This design comes from an exercise in tuning for small area on the open sky130 flow, not from production work.
Only the layout flow was run in this run; the RTL was not checked for function there. No driver is modelled on the clock port, so clocking that relies on it looks cheaper here than on a real chip.

$ cat flow/config.mk
export PLATFORM = sky130hd
export DESIGN_NAME = pellet_tracker
export DESIGN_NICKNAME = pellet_tracker
export VERILOG_FILES = /design/flow/design.v
export SDC_FILE = /design/flow/constraint.sdc
export NUM_CORES = 4
export LEC_CHECK = 0
export ABC_AREA = 1
export CAP_MARGIN = 20
export CORE_MARGIN = 2
export CORE_UTILIZATION = 65
export CTS_BUF_LIST = sky130_fd_sc_hd__clkbuf_16
export CTS_CLUSTER_DIAMETER = 60
export CTS_CLUSTER_SIZE = 30
export GPL_TIMING_DRIVEN = 0
export PLACE_DENSITY = 0.75
export SETUP_SLACK_MARGIN = 0.15
export SLEW_MARGIN = 20
export SYNTH_HIERARCHICAL = 1
$ cat flow/constraint.sdc
create_clock -name core_clock -period 10.0 [get_ports {clk}]
set_input_delay 2.0000 -clock core_clock [delete_from_list [all_inputs] [get_ports {clk}]]
set_output_delay 2.0000 -clock core_clock [all_outputs]
set_load 0.01 [all_outputs]
$ cat flow/design.v
package pacman_pkg;
  localparam int GRID_W       = 28;
  localparam int GRID_H       = 31;
  localparam int N_CELLS      = GRID_W * GRID_H;
  localparam int TILE_SHIFT   = 3;
  localparam int MAZE_X0      = 204;
  localparam int MAZE_Y0      = 30;
  localparam int PELLET_PTS   = 10;
  localparam int POWER_PTS    = 50;
  localparam int POWER_FRAMES = 360;
  localparam int N_GROUPS     = 6;
  localparam int N_TRIPS      = 11;    
  typedef enum logic [1:0] {CELL_NONE = 2'b00, CELL_PELLET = 2'b01, CELL_POWER = 2'b10} cell_t;
  typedef enum logic [1:0] {INIT, IDLE, RD, EAT} state_t;
endpackage
module pellet_ram (
  input  logic       clk,
  input  logic       we,
  input  logic [3:0] trip,
  input  logic [2:0] grp,
  input  logic       pol,
  input  logic [7:0] wd,
  output logic [7:0] rd
);
  localparam int NT = pacman_pkg::N_TRIPS - 1;   
  localparam int NR = NT * pacman_pkg::N_GROUPS + 2;
  logic [NR-1:0][7:0] tap;
  logic [NR-1:0] hot;
  logic [7:0] wdx, rdx;
  assign wdx = wd ^ {8{pol}};
  logic [NR-1:0] sel, keep;
  pellet_dec #(.NT(NT), .NR(NR)) u_dec (.we(we), .trip(trip), .grp(grp), .hot(hot), .sel(sel), .keep(keep));
  for (genvar r = 0; r < NR; r++) begin : g_ring
    localparam int T = r < NT * pacman_pkg::N_GROUPS ? r / pacman_pkg::N_GROUPS : NT;
    localparam int G = r < NT * pacman_pkg::N_GROUPS ? r % pacman_pkg::N_GROUPS : r - NT * pacman_pkg::N_GROUPS;
    localparam int W = T < NT && G == 0 ? 5 : 8;
    logic [W-1:0] a, b, c;
    always_ff @(posedge clk) begin
      a <= ~((c | {W{sel[r]}}) & (wdx[W-1:0] | {W{keep[r]}}));   
      b <= a;
      c <= b;
    end
    if (W == 8) begin : g_w8
      assign tap[r] = c;
    end else begin : g_w5
      assign tap[r] = {{(8 - W){pol}}, c};   
    end
  end
  logic [64*8-1:0] or6;
  logic [32*8-1:0] or5;
  logic [16*8-1:0] or4;
  logic [8*8-1:0] or3;
  logic [4*8-1:0] or2;
  logic [2*8-1:0] or1;
  for (genvar i = 0; i < 64; i++) begin : g_leaf
    if (i < NR) begin : g_used
      assign or6[i*8 +: 8] = tap[i] & {8{hot[i]}};
    end else begin : g_zero
      assign or6[i*8 +: 8] = '0;
    end
  end
  for (genvar i = 0; i < 32; i++) begin : g_or5
    assign or5[i*8 +: 8] = or6[2*i*8 +: 8] | or6[(2*i+1)*8 +: 8];
  end
  for (genvar i = 0; i < 16; i++) begin : g_or4
    assign or4[i*8 +: 8] = or5[2*i*8 +: 8] | or5[(2*i+1)*8 +: 8];
  end
  for (genvar i = 0; i < 8; i++) begin : g_or3
    assign or3[i*8 +: 8] = or4[2*i*8 +: 8] | or4[(2*i+1)*8 +: 8];
  end
  for (genvar i = 0; i < 4; i++) begin : g_or2
    assign or2[i*8 +: 8] = or3[2*i*8 +: 8] | or3[(2*i+1)*8 +: 8];
  end
  for (genvar i = 0; i < 2; i++) begin : g_or1
    assign or1[i*8 +: 8] = or2[2*i*8 +: 8] | or2[(2*i+1)*8 +: 8];
  end
  assign rdx = or1[7:0] | or1[15:8];
  assign rd = rdx ^ {8{pol}};
endmodule
module pellet_dec #(
  parameter int NT = 10,
  parameter int NR = 62
) (
  input  logic          we,
  input  logic [3:0]    trip,
  input  logic [2:0]    grp,
  output logic [NR-1:0] hot,
  output logic [NR-1:0] sel,
  output logic [NR-1:0] keep
);
  assign sel = {NR{we}} & hot;
  assign keep = ~sel;
  for (genvar r = 0; r < NR; r++) begin : g_hot
    localparam int T = r < NT * pacman_pkg::N_GROUPS ? r / pacman_pkg::N_GROUPS : NT;
    localparam int G = r < NT * pacman_pkg::N_GROUPS ? r % pacman_pkg::N_GROUPS : r - NT * pacman_pkg::N_GROUPS;
    if (T < NT) begin : g_col
      assign hot[r] = trip == 4'(T) && grp == 3'(G);
    end else begin : g_last
      assign hot[r] = trip == 4'(T) && (grp >= 3'd3) == (G == 1);
    end
  end
endmodule
module pellet_tracker (
  input  logic        clk,
  input  logic        rst_n,
  input  logic        frame_tick,
  input  logic        level_start,
  input  logic [9:0]  pm_xpos,
  input  logic [9:0]  pm_ypos,
  output logic [9:0]  rom_addr,
  input  logic [1:0]  rom_pellet,
  output logic        busy,
  output logic        eat_pulse,
  output logic [15:0] score,
  output logic [9:0]  pellets_left,
  output logic        level_clear,
  output logic        power_active
);
  pacman_pkg::state_t state;
  logic [3:0] trip;       
  logic [2:0] grp;        
  logic [2:0] pos;        
  logic [1:0] when;       
  logic [1:0] ph;         
  logic       pol;        
  logic [6:0] acc;        
  function automatic logic [9:0] unpack3(input logic [7:0] v);
    case (v)
      8'd0: unpack3 = 10'b0000000000;
      8'd1: unpack3 = 10'b0000000001;
      8'd2: unpack3 = 10'b0000000010;
      8'd3: unpack3 = 10'b0000000100;
      8'd4: unpack3 = 10'b0000000101;
      8'd5: unpack3 = 10'b0000000110;
      8'd6: unpack3 = 10'b0000001000;
      8'd7: unpack3 = 10'b0000001001;
      8'd8: unpack3 = 10'b0000001010;
      8'd9: unpack3 = 10'b0000010000;
      8'd10: unpack3 = 10'b0000010001;
      8'd11: unpack3 = 10'b0000010010;
      8'd12: unpack3 = 10'b0000010100;
      8'd13: unpack3 = 10'b0000010101;
      8'd14: unpack3 = 10'b0000010110;
      8'd15: unpack3 = 10'b0000011000;
      8'd16: unpack3 = 10'b0000011001;
      8'd17: unpack3 = 10'b0000011010;
      8'd18: unpack3 = 10'b0000100000;
      8'd19: unpack3 = 10'b0000100001;
      8'd20: unpack3 = 10'b0000100010;
      8'd21: unpack3 = 10'b0000100100;
      8'd22: unpack3 = 10'b0000100101;
      8'd23: unpack3 = 10'b0000100110;
      8'd24: unpack3 = 10'b0000101000;
      8'd25: unpack3 = 10'b0000101001;
      8'd26: unpack3 = 10'b0000101010;
      8'd27: unpack3 = 10'b0001000000;
      8'd28: unpack3 = 10'b0001000001;
      8'd29: unpack3 = 10'b0001000010;
      8'd30: unpack3 = 10'b0001000100;
      8'd31: unpack3 = 10'b0001000101;
      8'd32: unpack3 = 10'b0001000110;
      8'd33: unpack3 = 10'b0001001000;
      8'd34: unpack3 = 10'b0001001001;
      8'd35: unpack3 = 10'b0001001010;
      8'd36: unpack3 = 10'b0001010000;
      8'd37: unpack3 = 10'b0001010001;
      8'd38: unpack3 = 10'b0001010010;
      8'd39: unpack3 = 10'b0001010100;
      8'd40: unpack3 = 10'b0001010101;
      8'd41: unpack3 = 10'b0001010110;
      8'd42: unpack3 = 10'b0001011000;
      8'd43: unpack3 = 10'b0001011001;
      8'd44: unpack3 = 10'b0001011010;
      8'd45: unpack3 = 10'b0001100000;
      8'd46: unpack3 = 10'b0001100001;
      8'd47: unpack3 = 10'b0001100010;
      8'd48: unpack3 = 10'b0001100100;
      8'd49: unpack3 = 10'b0001100101;
      8'd50: unpack3 = 10'b0001100110;
      8'd51: unpack3 = 10'b0001101000;
      8'd52: unpack3 = 10'b0001101001;
      8'd53: unpack3 = 10'b0001101010;
      8'd54: unpack3 = 10'b0010000000;
      8'd55: unpack3 = 10'b0010000001;
      8'd56: unpack3 = 10'b0010000010;
      8'd57: unpack3 = 10'b0010000100;
      8'd58: unpack3 = 10'b0010000101;
      8'd59: unpack3 = 10'b0010000110;
      8'd60: unpack3 = 10'b0010001000;
      8'd61: unpack3 = 10'b0010001001;
      8'd62: unpack3 = 10'b0010001010;
      8'd63: unpack3 = 10'b0010010000;
      8'd64: unpack3 = 10'b0010010001;
      8'd65: unpack3 = 10'b0010010010;
      8'd66: unpack3 = 10'b0010010100;
      8'd67: unpack3 = 10'b0010010101;
      8'd68: unpack3 = 10'b0010010110;
      8'd69: unpack3 = 10'b0010011000;
      8'd70: unpack3 = 10'b0010011001;
      8'd71: unpack3 = 10'b0010011010;
      8'd72: unpack3 = 10'b0010100000;
      8'd73: unpack3 = 10'b0010100001;
      8'd74: unpack3 = 10'b0010100010;
      8'd75: unpack3 = 10'b0010100100;
      8'd76: unpack3 = 10'b0010100101;
      8'd77: unpack3 = 10'b0010100110;
      8'd78: unpack3 = 10'b0010101000;
      8'd79: unpack3 = 10'b0010101001;
      8'd80: unpack3 = 10'b0010101010;
      8'd81: unpack3 = 10'b0100000000;
      8'd82: unpack3 = 10'b0100000001;
      8'd83: unpack3 = 10'b0100000010;
      8'd84: unpack3 = 10'b0100000100;
      8'd85: unpack3 = 10'b0100000101;
      8'd86: unpack3 = 10'b0100000110;
      8'd87: unpack3 = 10'b0100001000;
      8'd88: unpack3 = 10'b0100001001;
      8'd89: unpack3 = 10'b0100001010;
      8'd90: unpack3 = 10'b0100010000;
      8'd91: unpack3 = 10'b0100010001;
      8'd92: unpack3 = 10'b0100010010;
      8'd93: unpack3 = 10'b0100010100;
      8'd94: unpack3 = 10'b0100010101;
      8'd95: unpack3 = 10'b0100010110;
      8'd96: unpack3 = 10'b0100011000;
      8'd97: unpack3 = 10'b0100011001;
      8'd98: unpack3 = 10'b0100011010;
      8'd99: unpack3 = 10'b0100100000;
      8'd100: unpack3 = 10'b0100100001;
      8'd101: unpack3 = 10'b0100100010;
      8'd102: unpack3 = 10'b0100100100;
      8'd103: unpack3 = 10'b0100100101;
      8'd104: unpack3 = 10'b0100100110;
      8'd105: unpack3 = 10'b0100101000;
      8'd106: unpack3 = 10'b0100101001;
      8'd107: unpack3 = 10'b0100101010;
      8'd108: unpack3 = 10'b0101000000;
      8'd109: unpack3 = 10'b0101000001;
      8'd110: unpack3 = 10'b0101000010;
      8'd111: unpack3 = 10'b0101000100;
      8'd112: unpack3 = 10'b0101000101;
      8'd113: unpack3 = 10'b0101000110;
      8'd114: unpack3 = 10'b0101001000;
      8'd115: unpack3 = 10'b0101001001;
      8'd116: unpack3 = 10'b0101001010;
      8'd117: unpack3 = 10'b0101010000;
      8'd118: unpack3 = 10'b0101010001;
      8'd119: unpack3 = 10'b0101010010;
      8'd120: unpack3 = 10'b0101010100;
      8'd121: unpack3 = 10'b0101010101;
      8'd122: unpack3 = 10'b0101010110;
      8'd123: unpack3 = 10'b0101011000;
      8'd124: unpack3 = 10'b0101011001;
      8'd125: unpack3 = 10'b0101011010;
      8'd126: unpack3 = 10'b0101100000;
      8'd127: unpack3 = 10'b0101100001;
      8'd128: unpack3 = 10'b0101100010;
      8'd129: unpack3 = 10'b0101100100;
      8'd130: unpack3 = 10'b0101100101;
      8'd131: unpack3 = 10'b0101100110;
      8'd132: unpack3 = 10'b0101101000;
      8'd133: unpack3 = 10'b0101101001;
      8'd134: unpack3 = 10'b0101101010;
      8'd135: unpack3 = 10'b0110000000;
      8'd136: unpack3 = 10'b0110000001;
      8'd137: unpack3 = 10'b0110000010;
      8'd138: unpack3 = 10'b0110000100;
      8'd139: unpack3 = 10'b0110000101;
      8'd140: unpack3 = 10'b0110000110;
      8'd141: unpack3 = 10'b0110001000;
      8'd142: unpack3 = 10'b0110001001;
      8'd143: unpack3 = 10'b0110001010;
      8'd144: unpack3 = 10'b0110010000;
      8'd145: unpack3 = 10'b0110010001;
      8'd146: unpack3 = 10'b0110010010;
      8'd147: unpack3 = 10'b0110010100;
      8'd148: unpack3 = 10'b0110010101;
      8'd149: unpack3 = 10'b0110010110;
      8'd150: unpack3 = 10'b0110011000;
      8'd151: unpack3 = 10'b0110011001;
      8'd152: unpack3 = 10'b0110011010;
      8'd153: unpack3 = 10'b0110100000;
      8'd154: unpack3 = 10'b0110100001;
      8'd155: unpack3 = 10'b0110100010;
      8'd156: unpack3 = 10'b0110100100;
      8'd157: unpack3 = 10'b0110100101;
      8'd158: unpack3 = 10'b0110100110;
      8'd159: unpack3 = 10'b0110101000;
      8'd160: unpack3 = 10'b0110101001;
      8'd161: unpack3 = 10'b0110101010;
      8'd162: unpack3 = 10'b1000000000;
      8'd163: unpack3 = 10'b1000000001;
      8'd164: unpack3 = 10'b1000000010;
      8'd165: unpack3 = 10'b1000000100;
      8'd166: unpack3 = 10'b1000000101;
      8'd167: unpack3 = 10'b1000000110;
      8'd168: unpack3 = 10'b1000001000;
      8'd169: unpack3 = 10'b1000001001;
      8'd170: unpack3 = 10'b1000001010;
      8'd171: unpack3 = 10'b1000010000;
      8'd172: unpack3 = 10'b1000010001;
      8'd173: unpack3 = 10'b1000010010;
      8'd174: unpack3 = 10'b1000010100;
      8'd175: unpack3 = 10'b1000010101;
      8'd176: unpack3 = 10'b1000010110;
      8'd177: unpack3 = 10'b1000011000;
      8'd178: unpack3 = 10'b1000011001;
      8'd179: unpack3 = 10'b1000011010;
      8'd180: unpack3 = 10'b1000100000;
      8'd181: unpack3 = 10'b1000100001;
      8'd182: unpack3 = 10'b1000100010;
      8'd183: unpack3 = 10'b1000100100;
      8'd184: unpack3 = 10'b1000100101;
      8'd185: unpack3 = 10'b1000100110;
      8'd186: unpack3 = 10'b1000101000;
      8'd187: unpack3 = 10'b1000101001;
      8'd188: unpack3 = 10'b1000101010;
      8'd189: unpack3 = 10'b1001000000;
      8'd190: unpack3 = 10'b1001000001;
      8'd191: unpack3 = 10'b1001000010;
      8'd192: unpack3 = 10'b1001000100;
      8'd193: unpack3 = 10'b1001000101;
      8'd194: unpack3 = 10'b1001000110;
      8'd195: unpack3 = 10'b1001001000;
      8'd196: unpack3 = 10'b1001001001;
      8'd197: unpack3 = 10'b1001001010;
      8'd198: unpack3 = 10'b1001010000;
      8'd199: unpack3 = 10'b1001010001;
      8'd200: unpack3 = 10'b1001010010;
      8'd201: unpack3 = 10'b1001010100;
      8'd202: unpack3 = 10'b1001010101;
      8'd203: unpack3 = 10'b1001010110;
      8'd204: unpack3 = 10'b1001011000;
      8'd205: unpack3 = 10'b1001011001;
      8'd206: unpack3 = 10'b1001011010;
      8'd207: unpack3 = 10'b1001100000;
      8'd208: unpack3 = 10'b1001100001;
      8'd209: unpack3 = 10'b1001100010;
      8'd210: unpack3 = 10'b1001100100;
      8'd211: unpack3 = 10'b1001100101;
      8'd212: unpack3 = 10'b1001100110;
      8'd213: unpack3 = 10'b1001101000;
      8'd214: unpack3 = 10'b1001101001;
      8'd215: unpack3 = 10'b1001101010;
      8'd216: unpack3 = 10'b1010000000;
      8'd217: unpack3 = 10'b1010000001;
      8'd218: unpack3 = 10'b1010000010;
      8'd219: unpack3 = 10'b1010000100;
      8'd220: unpack3 = 10'b1010000101;
      8'd221: unpack3 = 10'b1010000110;
      8'd222: unpack3 = 10'b1010001000;
      8'd223: unpack3 = 10'b1010001001;
      8'd224: unpack3 = 10'b1010001010;
      8'd225: unpack3 = 10'b1010010000;
      8'd226: unpack3 = 10'b1010010001;
      8'd227: unpack3 = 10'b1010010010;
      8'd228: unpack3 = 10'b1010010100;
      8'd229: unpack3 = 10'b1010010101;
      8'd230: unpack3 = 10'b1010010110;
      8'd231: unpack3 = 10'b1010011000;
      8'd232: unpack3 = 10'b1010011001;
      8'd233: unpack3 = 10'b1010011010;
      8'd234: unpack3 = 10'b1010100000;
      8'd235: unpack3 = 10'b1010100001;
      8'd236: unpack3 = 10'b1010100010;
      8'd237: unpack3 = 10'b1010100100;
      8'd238: unpack3 = 10'b1010100101;
      8'd239: unpack3 = 10'b1010100110;
      8'd240: unpack3 = 10'b1010101000;
      8'd241: unpack3 = 10'b1010101001;
      8'd242: unpack3 = 10'b1010101010;
      default: unpack3 = 10'b0;
    endcase
  endfunction
  function automatic logic [5:0] row_split(input logic [5:0] yq);
    case (yq)
      6'd4: row_split = {4'd0, 2'd0};
      6'd5: row_split = {4'd0, 2'd1};
      6'd6: row_split = {4'd0, 2'd2};
      6'd7: row_split = {4'd1, 2'd0};
      6'd8: row_split = {4'd1, 2'd1};
      6'd9: row_split = {4'd1, 2'd2};
      6'd10: row_split = {4'd2, 2'd0};
      6'd11: row_split = {4'd2, 2'd1};
      6'd12: row_split = {4'd2, 2'd2};
      6'd13: row_split = {4'd3, 2'd0};
      6'd14: row_split = {4'd3, 2'd1};
      6'd15: row_split = {4'd3, 2'd2};
      6'd16: row_split = {4'd4, 2'd0};
      6'd17: row_split = {4'd4, 2'd1};
      6'd18: row_split = {4'd4, 2'd2};
      6'd19: row_split = {4'd5, 2'd0};
      6'd20: row_split = {4'd5, 2'd1};
      6'd21: row_split = {4'd5, 2'd2};
      6'd22: row_split = {4'd6, 2'd0};
      6'd23: row_split = {4'd6, 2'd1};
      6'd24: row_split = {4'd6, 2'd2};
      6'd25: row_split = {4'd7, 2'd0};
      6'd26: row_split = {4'd7, 2'd1};
      6'd27: row_split = {4'd7, 2'd2};
      6'd28: row_split = {4'd8, 2'd0};
      6'd29: row_split = {4'd8, 2'd1};
      6'd30: row_split = {4'd8, 2'd2};
      6'd31: row_split = {4'd9, 2'd0};
      6'd32: row_split = {4'd9, 2'd1};
      6'd33: row_split = {4'd9, 2'd2};
      6'd34: row_split = {4'd10, 2'd0};
      default: row_split = 6'b0;
    endcase
  endfunction
  function automatic logic [5:0] col_split(input logic [4:0] xq);
    case (xq)
      5'd26: col_split = {3'd0, 3'd2};
      5'd27: col_split = {3'd0, 3'd3};
      5'd28: col_split = {3'd0, 3'd4};
      5'd29: col_split = {3'd1, 3'd0};
      5'd30: col_split = {3'd1, 3'd1};
      5'd31: col_split = {3'd1, 3'd2};
      5'd0: col_split = {3'd1, 3'd3};
      5'd1: col_split = {3'd1, 3'd4};
      5'd2: col_split = {3'd2, 3'd0};
      5'd3: col_split = {3'd2, 3'd1};
      5'd4: col_split = {3'd2, 3'd2};
      5'd5: col_split = {3'd2, 3'd3};
      5'd6: col_split = {3'd2, 3'd4};
      5'd7: col_split = {3'd3, 3'd0};
      5'd8: col_split = {3'd3, 3'd1};
      5'd9: col_split = {3'd3, 3'd2};
      5'd10: col_split = {3'd3, 3'd3};
      5'd11: col_split = {3'd3, 3'd4};
      5'd12: col_split = {3'd4, 3'd0};
      5'd13: col_split = {3'd4, 3'd1};
      5'd14: col_split = {3'd4, 3'd2};
      5'd15: col_split = {3'd4, 3'd3};
      5'd16: col_split = {3'd4, 3'd4};
      5'd17: col_split = {3'd5, 3'd0};
      5'd18: col_split = {3'd5, 3'd1};
      5'd19: col_split = {3'd5, 3'd2};
      5'd20: col_split = {3'd5, 3'd3};
      5'd21: col_split = {3'd5, 3'd4};
      default: col_split = 6'b0;
    endcase
  endfunction
  function automatic logic x_in(input logic [6:0] q);
    case (q)
      7'd26, 7'd27, 7'd28, 7'd29, 7'd30, 7'd31, 7'd32, 7'd33, 7'd34, 7'd35, 7'd36, 7'd37, 7'd38, 7'd39, 7'd40, 7'd41, 7'd42, 7'd43, 7'd44, 7'd45, 7'd46, 7'd47, 7'd48, 7'd49, 7'd50, 7'd51, 7'd52, 7'd53: x_in = 1'b1;
      default: x_in = 1'b0;
    endcase
  endfunction
  function automatic logic y_in(input logic [6:0] q);
    case (q)
      7'd4, 7'd5, 7'd6, 7'd7, 7'd8, 7'd9, 7'd10, 7'd11, 7'd12, 7'd13, 7'd14, 7'd15, 7'd16, 7'd17, 7'd18, 7'd19, 7'd20, 7'd21, 7'd22, 7'd23, 7'd24, 7'd25, 7'd26, 7'd27, 7'd28, 7'd29, 7'd30, 7'd31, 7'd32, 7'd33, 7'd34: y_in = 1'b1;
      default: y_in = 1'b0;
    endcase
  endfunction
  logic [6:0] xq, yq;
  logic accept, look;
  logic [3:0] a_trip;
  logic [2:0] a_grp, a_pos;
  logic [1:0] a_row3, a_ph, a_when;
  assign xq = pm_xpos[9:3];
  assign yq = pm_ypos[9:3];
  assign accept = pm_xpos[2:0] == 3'd0 && pm_ypos[2:0] == 3'd2 && x_in(xq) && y_in(yq);
  assign {a_grp, a_pos} = col_split(xq[4:0]);
  always_comb begin
    {a_trip, a_row3} = row_split(yq[5:0]);
  end
  always_comb begin
    case ({a_row3, a_grp})
      {2'd0, 3'd0}, {2'd0, 3'd3}, {2'd1, 3'd1}, {2'd1, 3'd4}, {2'd2, 3'd2}, {2'd2, 3'd5}: a_ph = 2'd0;
      {2'd1, 3'd0}, {2'd1, 3'd3}, {2'd2, 3'd1}, {2'd2, 3'd4}, {2'd0, 3'd2}, {2'd0, 3'd5}: a_ph = 2'd1;
      default: a_ph = 2'd2;
    endcase
  end
  always_comb begin
    case ({a_ph, ph})
      {2'd0, 2'd0}, {2'd1, 2'd1}, {2'd2, 2'd2}: a_when = 2'd0;
      {2'd1, 2'd0}, {2'd2, 2'd1}, {2'd0, 2'd2}: a_when = 2'd1;
      default: a_when = 2'd2;
    endcase
  end
  assign look = state == pacman_pkg::IDLE && frame_tick && accept;
  logic [3:0] m_trip;
  logic [2:0] m_grp, m_pos;
  logic [7:0] m_rd, m_wd, m_new, pw;
  logic [1:0] digit, eat_digit, rom_cell;
  logic m_we, tap_now, load_done, word_done;
  logic [7:0] word_in;
  assign m_trip = state == pacman_pkg::IDLE ? a_trip : trip;
  assign m_grp  = state == pacman_pkg::IDLE ? a_grp : grp;
  assign m_pos  = state == pacman_pkg::IDLE ? a_pos : pos;
  pellet_ram u_ram (
    .clk  (clk),
    .we   (m_we),
    .pol  (pol),
    .trip (m_trip),
    .grp  (m_grp),
    .wd   (m_wd),
    .rd   (m_rd)
  );
  logic [9:0] dg;
  assign dg = unpack3(m_rd);
  always_comb begin
    case (m_pos)
      3'd0: begin digit = dg[9:8]; pw = 8'd81; end
      3'd1: begin digit = dg[7:6]; pw = 8'd27; end
      3'd2: begin digit = dg[5:4]; pw = 8'd9; end
      3'd3: begin digit = dg[3:2]; pw = 8'd3; end
      default: begin digit = dg[1:0]; pw = 8'd1; end
    endcase
  end
  logic [7:0] sub1, sub2;
  assign sub1 = m_rd - pw;
  assign sub2 = m_rd - {pw[6:0], 1'b0};
  assign m_new = digit[1] ? sub2 : digit[0] ? sub1 : m_rd;
  assign tap_now = look ? a_when == 2'd0
                 : state == pacman_pkg::RD ? when == 2'd1
                 : state == pacman_pkg::EAT && when == 2'd2;
  assign rom_cell = rom_pellet == 2'b11 ? pacman_pkg::CELL_NONE : rom_pellet;
  assign word_in = 8'(acc) * 8'd3 + 8'(rom_cell);
  assign word_done = pos == 3'd4;
  assign load_done = word_done && trip == 4'd10 && grp == 3'd5;
  assign busy = state == pacman_pkg::INIT;
  assign m_we = busy ? word_done : tap_now;
  assign m_wd = busy ? word_in : m_new;
  assign eat_digit = state == pacman_pkg::EAT && when == 2'd2 ? digit : acc[1:0];
  logic hit, is_power;
  logic [16:0] sum;
  assign hit = eat_digit == pacman_pkg::CELL_PELLET || eat_digit == pacman_pkg::CELL_POWER;
  assign is_power = eat_digit == pacman_pkg::CELL_POWER;
  logic [16:0] sum_p, sum_x;
  assign sum_p = {1'b0, score} + 17'(pacman_pkg::PELLET_PTS);
  assign sum_x = {1'b0, score} + 17'(pacman_pkg::POWER_PTS);
  assign sum = is_power ? sum_x : sum_p;
  always_ff @(posedge clk or negedge rst_n)
    if (!rst_n) state <= pacman_pkg::INIT;
    else if (level_start) state <= pacman_pkg::INIT;
    else case (state)
      pacman_pkg::INIT: if (load_done) state <= pacman_pkg::IDLE;
      pacman_pkg::IDLE: if (frame_tick && accept) state <= pacman_pkg::RD;
      pacman_pkg::RD:   state <= pacman_pkg::EAT;
      default:          state <= pacman_pkg::IDLE;
    endcase
  always_ff @(posedge clk)
    if (busy && pos == 3'd5) ph <= 2'd1;
    else ph <= ph == 2'd2 ? 2'd0 : ph + 2'd1;
  always_ff @(posedge clk)
    if (ph == 2'd2) pol <= ~pol;
  always_ff @(posedge clk or negedge rst_n)
    if (!rst_n) pos <= 3'd5;
    else if (level_start) pos <= 3'd5;
    else if (busy) begin
      if (pos == 3'd5 || (word_done && grp == 3'd5)) pos <= 3'd2;
      else if (word_done) pos <= 3'd0;
      else pos <= pos + 3'd1;
    end else if (look) pos <= a_pos;
  always_ff @(posedge clk)
    if (!level_start) begin
      if (busy) begin
        if (pos == 3'd5) begin
          trip <= '0;
          grp <= '0;
          when <= '0;
          acc <= '0;
        end else if (word_done) begin
          acc <= '0;
          grp <= grp == 3'd5 ? 3'd0 : grp + 3'd1;
          if (grp == 3'd5) begin
            when <= when == 2'd2 ? 2'd0 : when + 2'd1;
            if (when == 2'd2) trip <= trip + 4'd1;
          end
        end else acc <= 7'(word_in);
      end else if (look) begin
        trip <= a_trip;
        grp <= a_grp;
        when <= a_when;
        if (a_when == 2'd0) acc[1:0] <= digit;
      end else if (state == pacman_pkg::RD && when == 2'd1) acc[1:0] <= digit;
    end
  always_ff @(posedge clk or negedge rst_n)
    if (!rst_n) begin
      rom_addr <= '0;
      score <= '0;
      pellets_left <= '0;
      eat_pulse <= 1'b0;
      level_clear <= 1'b0;
    end else begin
      eat_pulse <= 1'b0;
      if (level_start) begin
        rom_addr <= '0;
        pellets_left <= '0;
        level_clear <= 1'b0;
      end else if (state == pacman_pkg::INIT) begin
        rom_addr <= rom_addr == 10'(pacman_pkg::N_CELLS - 1) ? rom_addr : rom_addr + 10'd1;
        if (pos != 3'd5 && rom_cell != pacman_pkg::CELL_NONE) pellets_left <= pellets_left + 10'd1;
      end else if (state == pacman_pkg::EAT && hit) begin
        eat_pulse <= 1'b1;
        score <= sum[16] ? 16'hFFFF : sum[15:0];
        if (pellets_left != '0) pellets_left <= pellets_left - 10'd1;
        if (pellets_left == 10'd1) level_clear <= 1'b1;
      end
    end
  logic [8:0] timer;
  always_ff @(posedge clk or negedge rst_n)
    if (!rst_n) timer <= '0;
    else if (level_start) timer <= '0;
    else if (state == pacman_pkg::EAT && hit && is_power) timer <= 9'(pacman_pkg::POWER_FRAMES);
    else if (frame_tick && timer != '0) timer <= timer - 9'd1;
  assign power_active = timer != '0;
endmodule
$ cat flow/flow/run.sh
#!/bin/bash
set -euo pipefail
CTS="-sink_clustering_enable -repair_clock_nets -dont_use_dummy_load -sink_clustering_size 30 -sink_clustering_max_diameter 90 -buf_list sky130_fd_sc_hd__clkbuf_16"
bash standard.sh "CTS_ARGS=$CTS" "REMOVE_ABC_BUFFERS=1" "BUFFER_PORTS_ARGS=-buffer_cell sky130_fd_sc_hd__buf_2" finish > flow_make.log 2>&1
$ cat flow/standard.sh
#!/bin/bash
# synth_recipe.tcl (not shown) runs the flow's synth.tcl, then flattens the netlist and writes it again
# the make line also repeats each setting of config.mk as NAME=value (left out here)
make -C /OpenROAD-flow-scripts/flow DESIGN_CONFIG=/design/flow/config.mk WORK_HOME=/design/flow/orfs CLKGATE_MAP_FILE= SYNTH_SCRIPT=/design/flow/synth_recipe.tcl "${@:-finish}"
==> impl_metrics.toml <==
[global_routing]
grt_usage_pct = 28.8
antenna_found_initial = 1
grt_overflow = 0
grt_pass1_vias = 28700
grt_pass1_wl_um = 159000
grt_max_degree = 62

[sta]
finalSetupViolations = 0
period_needed_ps = 9230
finClkSkew_ps = 66.8
period_share_pct = 92.3
hold_viol_final = 0
relSlewSlack_pct = 33.1
whs_ps = 293
rsz0062_at_grt = "false"
tns_ps = 0
worst_pin_slew_ps = 995
fmax_mhz = 108
slew_violations = 0

[clock_network]
clock_tree.root_cell = "clkbuf_16"
h-tree-depth = 2
cts_sinks = 1469
clock_latency_ps = 680
clockBufferDepth = 3
numCtsBuffers = 57
cts_tree = "done"
clkTransAtPathRegs_ps = 110

[floorplanning]
die_h_um = 265
ios = 66
start_util_pct = 65.9
die_area_mm2 = 0.0704
core_area_mm2 = 0.0674
num_rows = 95
die_width_um = 265

[yosys]
synth_top_family_by_area = "simple AND/OR/NAND/NOR gates"
synth-simple-area-share_pct = 17.0
yosysUniqueCellTypes = 50
synthAdderAreaFrac_pct = 2.07
yosys_warnings = 8
ys_async_sr_fraction_pct = 3.54
post_synth_xor_area_fraction_pct = 0.690
ys_seq_elements = 1469
synth_edf_count = 17
synth-compound-area-share_pct = 8.99
syn_inst = 4553
synth.cell_area_mm2 = 0.0444
avgSynthCellArea_um2 = 9.76
synth_mux_area_share_pct = 0
yosysSeqAreaShare_pct = 67.2
synthFlopType = "dfxtp_1"

[drt]
drt_iter0_markers = 2751
wire_per_inst_um = 19.4
drc = 0
totalWireLength_um = 104000
via_per_inst = 5.67
vias = 30200
drt-pass1-iter-count = 6
antenna_left = 0

[worst_setup_path]
cp_slowest_cell = "ha_1"
endpoint_kind = "flop"
cp.required_ps = 10530
crit_path_max_incr_delay_ps = 380
criticalPathCategory = "input pin to flop"
cp.arrival_ps = 9750
crit_top_cell = "nand2_1"
startpoint_type = "input pin"
crit_fanout = 16

[final_layout]
syn_to_final_growth_pct = 7.18
layout-drive-gt1-share_pct = 6.84
antenna_cells = 0
final_util_pct = 70.6
fin_nets = 4559
finalNonFillerCells = 5333

[outcome]
status = "finished clean"

[place]
hpwl_um = 69900
dp.cells = 5268
place.port_buffers = 65
gp_congestion = 0.876

[hold_path]
hp-class = "flop to flop"

[job]
cap_violations = 0
## cell usage in the layout, fill, tap and decap left out, drive strengths merged
cell / count
xor2: 19
fa: 4
o21bai: 5
clkinvlp: 4
o2111a: 1
clkbuf: 57
edfxtp: 17
ha: 67
o221ai: 2
o21a: 3
nor2: 369
and3: 3
buf: 109
or2: 4
nor3: 62
a32o: 2
o211ai: 3
a21boi: 4
nor4: 4
dfstp: 2
o2111ai: 2
clkinv: 2
inv: 183
xnor2: 10
o22ai: 473
nand4: 11
nand2: 1257
a21oi: 52
dfrtp: 50
dfxtp: 1400
a31oi: 3
nand3: 165
o21ai: 107
o32ai: 2
o31ai: 2
## critical path, delay by kind of cell
family          cells  cell delay, ps
compound gates      7            1180
simple gates       30            3980
buf+inv            12            1520
fa+ha+maj           3            1000
## per-module statistics from Yosys (local to each module, per instance), a selection
module	cells inside	copies in the design	flip-flops and latches	area [um2]
pellet_tracker	1205	1	71	7650
pellet_ram	3062	1	1398	35600
## state kept, by name (all words and copies together) (netlist names)
register / flops
pol: 1
rom_addr: 10
score: 16
level_clear: 1
u_ram.g_ring.a: 466
pos: 3
eat_pulse: 1
pellets_left: 10
acc: 7
when: 2
timer: 9
grp: 3
state: 2
ph: 2
trip: 4
u_ram.g_ring.b: 466
u_ram.g_ring.c: 466
## per-layer routing
metal	GRT usage, %	up-vias	share of wire [%]
met5	0	-	0.0087
met4	10.4	2	3.6
met3	3.84	230	6.8
met2	45.3	1066	45
met1	41.1	14200	45
li1	-	14700	-
## Yosys cell counts (all sizes together), types with 5 or more instances
library cell | instances | area share [%]
dfxtp | 1400 | 63
clkbuf | 81 | 0.68
nor3 | 62 | 0.70
a21oi | 52 | 0.59
nor2 | 369 | 3.3
xor2 | 19 | 0.49
nand3 | 165 | 1.9
inv | 185 | 1.6
xnor2 | 10 | 0.20
dfrtp | 50 | 2.8
buf | 181 | 1.8
o21ai | 107 | 1.2
nand2 | 1256 | 11
nand4 | 11 | 0.15
o22ai | 473 | 6.7
edfxtp | 17 | 1.1
ha | 67 | 1.9
o21bai | 5 | 0.085
## final cells by class
| cell class | instances | area (um2) |
|---|---|---|
| repair buffers | 109 | 1380 |
| repair inverters | 2 | 10.0 |
| inverters | 187 | 717 |
| clock buffers | 57 | 1430 |
| fillers | 4975 | 19800 |
| multi-input cells | 2636 | 13100 |
| well taps | 873 | 1090 |
| flip-flops and latches | 1469 | 29800 |
## kinds of logic (layout without fill, tap and decap cells)
family | after synthesis | in the layout
AO/OA/AOI/OAI | 661 | 661
XOR/XNOR | 29 | 29
adder cells (fa/ha/maj) | 71 | 71
buffers and inverters | 449 | 355
flip-flops | 1469 | 1469
AND/OR/NAND/NOR | 1874 | 1875
## through the flow
stage / area, um2 / setup WS [ps]
global route: 47600 / 135
detailed placement: 45900 / -1670
global placement: 44700 / -7420
CTS: 47400 / 176
finish: 47600 / 771
floorplan: 43300 / 614
## path summary, 6_finish.rpt
path	from	to	slack (ps)	depth (start not counted)
hold / removal	u_ram.g_ring[30].b[1]$_DFF_P_	u_ram.g_ring[30].c[1]$_DFF_P_	290	0
max in group asynchronous	rst_n	state[1]$_DFFE_PN0P_	8120	1
setup / recovery	pm_xpos[5]	score[14]$_DFFE_PN0P_	770	52
setup reg to reg	state[1]$_DFFE_PN0P_	score[14]$_DFFE_PN0P_	1330	49
hold reg to reg	u_ram.g_ring[30].b[1]$_DFF_P_	u_ram.g_ring[30].c[1]$_DFF_P_	290	0
min in group asynchronous	rst_n	score[0]$_DFFE_PN0P_	1380	1
## what timing repair did
item	in CTS	in global routing
gates resized for setup	25	54
buffers inserted	0	4
setup endpoints to repair	67	30
gates cloned	1	2
hold buffers	0	0
endpoints found under the hold margin	0	0

==> separate check: timing with driven ports <==
How much do the figures lean on ideal ports? The routed layout below was timed once more, with nothing changed but the port constraints.
Step 1: set_driving_cell puts a clkbuf_16 on clk and a buf_2 on each other input, an assumption about the parent block.
Step 2 moves the port delays by t, midway between the first and last clock arrival at a register: inputs arrive t later, outputs are due t later. That takes back most of the time a late clock gives input paths.
Three values: ideal ports, drivers, drivers and shift; two values: the first two.
t, ns: 0.712
setup slack, ns: 0.771 / 0.795 / 0.084
clock arrival spread, ns: 0.067 / 0.067
worst register clock-pin slew, ns: 0.11 / 0.11
After both steps this run still meets setup and hold. For this run, drivers alone change the setup slack by +0.024 ns; drivers and shift together by -0.687 ns.
